What follows belongs to an exercise in optimizing a design on an open flow for small area, a short achievable clock period and few clock cycles per item; a production flow would make more cautious choices.
Function was checked by simulation only, so behaviour that the tests miss may differ from the original.
Power figures rest on the tool's default switching activity, not on a simulated workload.

// modred_top
module modred_top (
  input  logic              clk_i,
  input  logic              rst_ni,
  input  logic              psel_i,
  input  logic              penable_i,
  input  logic              pwrite_i,
  input  logic [11:0]       paddr_i,
  input  modred_pkg::word_t pwdata_i,
  output modred_pkg::word_t prdata_o,
  output logic              pready_o,
  output logic              pslverr_o
);
  localparam int ROW_W = 4;
  localparam int NROWS = 64 / ROW_W;
  localparam int PTR_W = $clog2(NROWS);
  localparam int IO_ST = 0;
  logic [PTR_W-1:0]                 ptr;
  logic [ROW_W-1:0][32-1:0] last_row;
  logic [ROW_W-1:0]                 tag_v;
  logic [ROW_W-1:0][3:0]            tag_k;
  logic [ROW_W-1:0]                 tag_kind;
  logic [ROW_W-1:0]                 wr_en;
  modred_pkg::word_t                wr_data;
  modred_apb_regs #(
    .ROW_W (ROW_W),
    .NROWS (NROWS),
    .IO_ST (IO_ST)
  ) u_regs (
    .clk_i      (clk_i),
    .rst_ni     (rst_ni),
    .psel_i     (psel_i),
    .penable_i  (penable_i),
    .pwrite_i   (pwrite_i),
    .paddr_i    (paddr_i),
    .pwdata_i   (pwdata_i),
  ...
clock: 10.0 ns
lec_check: 0
abc_clock_period_in_ps: 3500
cap_margin: 20
core_margin: 2
core_utilization: 60
place_density: 0.7
slew_margin: 20
standard.sh (not shown) runs the stock make flow with config.mk's settings and CLKGATE_MAP_FILE= SYNTH_SCRIPT=/design/flow/synth_recipe.tcl, a recipe that flattens the netlist after the stock synthesis.
==> flow/flow/run.sh <==
#!/bin/bash
# Own layout flow: the standard ORFS flow (standard.sh, so the standard
# synthesis unchanged) with three differences in how the layout is made:
#  - timing repair aims for setup slack of SETUP_SLACK_MARGIN ns beyond the
#    10 ns constraint, so cells on the longest paths get sized up;
#  - ports are buffered with sky130_fd_sc_hd__buf_2 rather than the smallest
#    buffer ORFS picks (a delay cell);
#  - clock tree synthesis adds no dummy loads for balancing.
# The clock period, SDC and all checks are the design's. make's output goes to
# flow_make.log here; each ORFS step writes its own full log under orfs/logs/.
set -euo pipefail
export SETUP_SLACK_MARGIN=6.8
export BUFFER_PORTS_ARGS="-buffer_cell sky130_fd_sc_hd__buf_2"
export CTS_ARGS="-sink_clustering_enable -repair_clock_nets -dont_use_dummy_load -sink_clustering_size 30"
bash standard.sh finish > flow_make.log 2>&1
Testbench counts at the start, summed over its fixed seeds: cycles 3,884, words 5,120.
Next try:
--- a/flow/design.v
+++ b/flow/design.v
@@ -425,16 +425,17 @@
   localparam logic [1:0] REG_CTRL  = 2'd3;
   logic [4:0]            k_q     [0:1];
   logic                  kind_q  [0:1];
   logic [6-1:0] base_q  [0:1];
   logic [8:0]            count_q [0:1];
   logic [1:0]            busy_q;
   logic [1:0]            done_q;
   logic [PTR_W-1:0]      last_q  [0:1];
+  logic [5:0]            cm1_q   [0:1];    
   logic                  mem_pend_q;
   logic                  mem_we_q;
   logic [PTR_W-1:0]      mem_row_q;
   logic [WRD_W-1:0]      mem_word_q;
   logic                  pready_q;
   logic                  pslverr_q;
   modred_pkg::word_t     prdata_q;
   logic        setup;
@@ -529,21 +530,19 @@
   assign pready_o  = pready_q;
   assign pslverr_o = pslverr_q;
   logic [PTR_W-1:0] last_pre_q [0:1];
   logic [PTR_W-1:0] rf    [0:1];
   logic [PTR_W:0]   rspan [0:1];
   logic [WRD_W-1:0] fb    [0:1];
   logic [WRD_W-1:0] lw    [0:1];
   always_comb begin
-    logic [5:0] cm1;      
     logic [6:0] endw;     
     for (int e = 0; e < 2; e++) begin
-      cm1      = (count_q[e][8:6] != 3'd0) ? 6'd63 : (count_q[e][5:0] - 6'd1);
-      endw     = {1'b0, cm1} + 7'(base_q[e][WRD_W-1:0]);
+      endw     = {1'b0, cm1_q[e]} + 7'(base_q[e][WRD_W-1:0]);
       rf[e]    = base_q[e][6-1:WRD_W];
       fb[e]    = base_q[e][WRD_W-1:0];
       lw[e]    = endw[WRD_W-1:0];
       rspan[e] = endw[WRD_W+PTR_W:WRD_W];
     end
   end
   function automatic logic [PTR_W-1:0] last_row_of(input logic [PTR_W-1:0] f,
                                                    input logic [PTR_W:0] span,
@@ -561,16 +560,17 @@
       busy_q <= '0;
       done_q <= '0;
       for (int e = 0; e < 2; e++) begin
         k_q[e]     <= '0;
         kind_q[e]  <= 1'b0;
         base_q[e]  <= '0;
         count_q[e] <= '0;
         last_q[e]  <= '0;
+        cm1_q[e]   <= '0;
       end
     end else begin
       for (int e = 0; e < 2; e++) begin
         if (start[e]) begin
           busy_q[e] <= (count_q[e] != 9'd0);
           done_q[e] <= (count_q[e] == 9'd0);
           last_q[e] <= last_pre_q[e];
         end else if (busy_q[e] && entry_row == last_q[e]) begin
@@ -581,16 +581,17 @@
           k_q[e]    <= wr_k;
           kind_q[e] <= pwdata_i[8];
         end
         if (base_we[e]) begin
           base_q[e] <= pwdata_i[6-1:0];
         end
         if (count_we[e]) begin
           count_q[e] <= pwdata_i[8:0];
+          cm1_q[e]   <= (pwdata_i[8:6] != 3'd0) ? 6'd63 : (pwdata_i[5:0] - 6'd1);
         end
       end
     end
   end
   always_comb begin
     for (int e = 0; e < 2; e++) begin
       ending[e]   = busy_q[e] && (last_q[e] == entry_row || last_q[e] == PTR_W'(entry_row + 1'b1));
       done_vis[e] = done_q[e] || ending[e];
The changed run completed without violations.
Area after synthesis barely changes.
Utilization rises by 0.68 points.
Worst hold slack improved by 0.0087 ns.
Synthesized cell count is about the same.
Power goes up slightly.
First-iteration DRC count falls by a little under a tenth.
Via count came out higher slightly.
Clock-buffer cell count went up by 3.
Sequential power grows slightly.
Global-route usage decreases by 0.35 points.
Non-clock buffer count went up by 12.
Clock power climbs slightly.
Worst setup slack gets worse by 0.030 ns.
Design area came out higher slightly.
Testbench counts after the change, summed over its fixed seeds: cycles 3,884, words 5,120.


== T ==
Another version of the RTL of modred_top (not shown whole).
Size: roughly 7500 cells after synthesis, roughly 83 I/O pins, ~85000 um^2 of cells after synthesis.
export LEC_CHECK = 0
export ABC_CLOCK_PERIOD_IN_PS = 3500
export CAP_MARGIN = 20
export CORE_MARGIN = 2
export CORE_UTILIZATION = 60
export PLACE_DENSITY = 0.7
export SLEW_MARGIN = 20
create_clock -name core_clock -period 10.0 [get_ports {clk_i}]
Scripts as last shown in full above: flow/flow/run.sh
Testbench counts of T, summed over its fixed seeds: cycles 3,722, words 5,120.
Changes in Q relative to T:
diff --git a/flow/design.v b/flow/design.v
--- a/flow/design.v
+++ b/flow/design.v
@@ -16,17 +16,17 @@
   input  logic [ROW_W-1:0]              tag_v_i,      
   input  logic [ROW_W-1:0][3:0]         tag_k_i,
   input  logic [ROW_W-1:0]              tag_kind_i,
   input  logic [ROW_W-1:0]              wr_en_i,      
   input  modred_pkg::word_t             wr_data_i,
   output logic [PTR_W-1:0]              ptr_o,
   output logic [ROW_W-1:0][32-1:0] last_row_o  
 );
-  localparam int FIRST_PLAIN = 8;
+  localparam int FIRST_PLAIN = 7;
   logic [PTR_W-1:0]                    ptr_q;
   logic [ROW_W-1:0][32-1:0]    head_q;
   logic [ROW_W-1:0]                    head_v_q;
   logic [ROW_W-1:0][3:0]               head_k_q;
   logic [ROW_W-1:0]                    head_kind_q;
   logic [ROW_W-1:0][32-1:0]    red;
   logic [ROW_W-1:0][32-1:0]    row_q [FIRST_PLAIN:NROWS-1];
   always_ff @(posedge clk_i) begin
@@ -193,49 +193,39 @@
   modred_add #(.W(16)) u_inc_a (
     .a_i (s1_u),
     .b_i (16'd0),
     .ci_i(s1_c16),
     .s_o (a2_inc),
     .co_o(a2_co)
   );
   assign a2_c = a2_on && a2_inc[{a2_sh, 1'b0}];
-  logic [31:0] s2_x;
-  logic        s2_c;
-  logic        s2_v;
-  logic [3:0]  s2_kc;
-  logic        s2_kind;
-  always_ff @(posedge clk_i) begin
-    s2_x    <= {a2_inc & a2_keep, s1_lo};
-    s2_c    <= a2_c;
-    s2_v    <= s1_v;
-    s2_kc   <= s1_kc;
-    s2_kind <= s1_kind;
-  end
+  logic [31:0] a2_x;
+  assign a2_x = {a2_inc & a2_keep, s1_lo};
   logic        b_on;
   logic [1:0]  b_sh;
   logic [5:0]  b_keep;
   logic [19:0] b_t1;
   logic [19:0] b_t2;
-  assign b_on   = s2_v && b_used(s2_kc);
-  assign b_sh   = b_shift(s2_kc);
+  assign b_on   = s1_v && b_used(s1_kc);
+  assign b_sh   = b_shift(s1_kc);
   assign b_keep = ~(6'h3F << {b_sh, 1'b0});
-  assign b_t1   = b_sh[0] ? {2'b00, s2_x[27:10]} : s2_x[27:8];
+  assign b_t1   = b_sh[0] ? {2'b00, a2_x[27:10]} : a2_x[27:8];
   assign b_t2   = b_sh[1] ? {4'h0, b_t1[19:4]} : b_t1;
   logic [31:0] s3_x;
   logic        s3_c;
   logic        s3_v;
   logic [3:0]  s3_kc;
   logic        s3_kind;
   always_ff @(posedge clk_i) begin
-    s3_x    <= b_on ? {4'h0, b_t2[13:0], s2_x[13:8] & b_keep, s2_x[7:0]} : s2_x;
-    s3_c    <= s2_c;
-    s3_v    <= s2_v;
-    s3_kc   <= s2_kc;
-    s3_kind <= s2_kind;
+    s3_x    <= b_on ? {4'h0, b_t2[13:0], a2_x[13:8] & b_keep, a2_x[7:0]} : a2_x;
+    s3_c    <= a2_c;
+    s3_v    <= s1_v;
+    s3_kc   <= s1_kc;
+    s3_kind <= s1_kind;
   end
   logic        b2_on;
   logic [1:0]  b2_sh;
   logic [5:0]  b2_keep;
   logic [13:0] b2_s;
   logic        b2_co;
   logic        b2_c;
   assign b2_on   = s3_v && b_used(s3_kc);
- In the reports for T and Q, the larger portion of the post-synthesis area used by sequential elements belongs to T.
- Of T and Q, T shows the lower worst setup slack, with Q above it.
- Against T, areal power density over the cells in Q fell slightly.
- Number of stages on the worst setup path in Q is 3 lower than in T
- Compared with T, Q shows a amount of wire on met3 after detailed routing that is about 10% higher.
Testbench counts of Q, summed over its fixed seeds: cycles 3,722, words 5,120.

## what the ideal ports hide
How much do the figures lean on ideal ports? The routed layouts below were timed once more, with nothing changed but the port constraints.
Step 1 assumes that a clkbuf_16 drives the clock port and a buf_2 every other input.
Step 2, shift: input delay + t, output delay - t, t = (earliest + latest rising clock arrival at the registers) / 2. This alone moves slack from input paths to output paths.
Three values: no drivers, after step 1, after step 2; two values: the first two.
| run | shift t [ns] | slack for setup (ns) | hold slack, ns | clock arrival spread, ns | worst register clock-pin slew, ns |
|---|---|---|---|---|---|
| the first run of note 1 | 0.871 | 6.492 / 6.492 / 6.007 | 0.272 / 0.272 / 0.272 | 0.074 / 0.073 | 0.07 / 0.07 |
| the second run of note 1 | 0.875 | 6.462 / 6.462 / 5.692 | 0.281 / 0.281 / 0.281 | 0.060 / 0.060 | 0.07 / 0.07 |
| T | 0.875 | 6.528 / 6.565 / 5.691 | 0.281 / 0.281 / 0.281 | 0.084 / 0.083 | 0.07 / 0.07 |
| Q | 0.876 | 6.539 / 6.585 / 5.709 | 0.277 / 0.277 / 0.277 | 0.092 / 0.092 | 0.07 / 0.07 |
After both steps setup and hold are still met in every run listed. The setup slack of T, which loses most, moves by +0.037 ns with the drivers and by -0.837 ns with both steps.
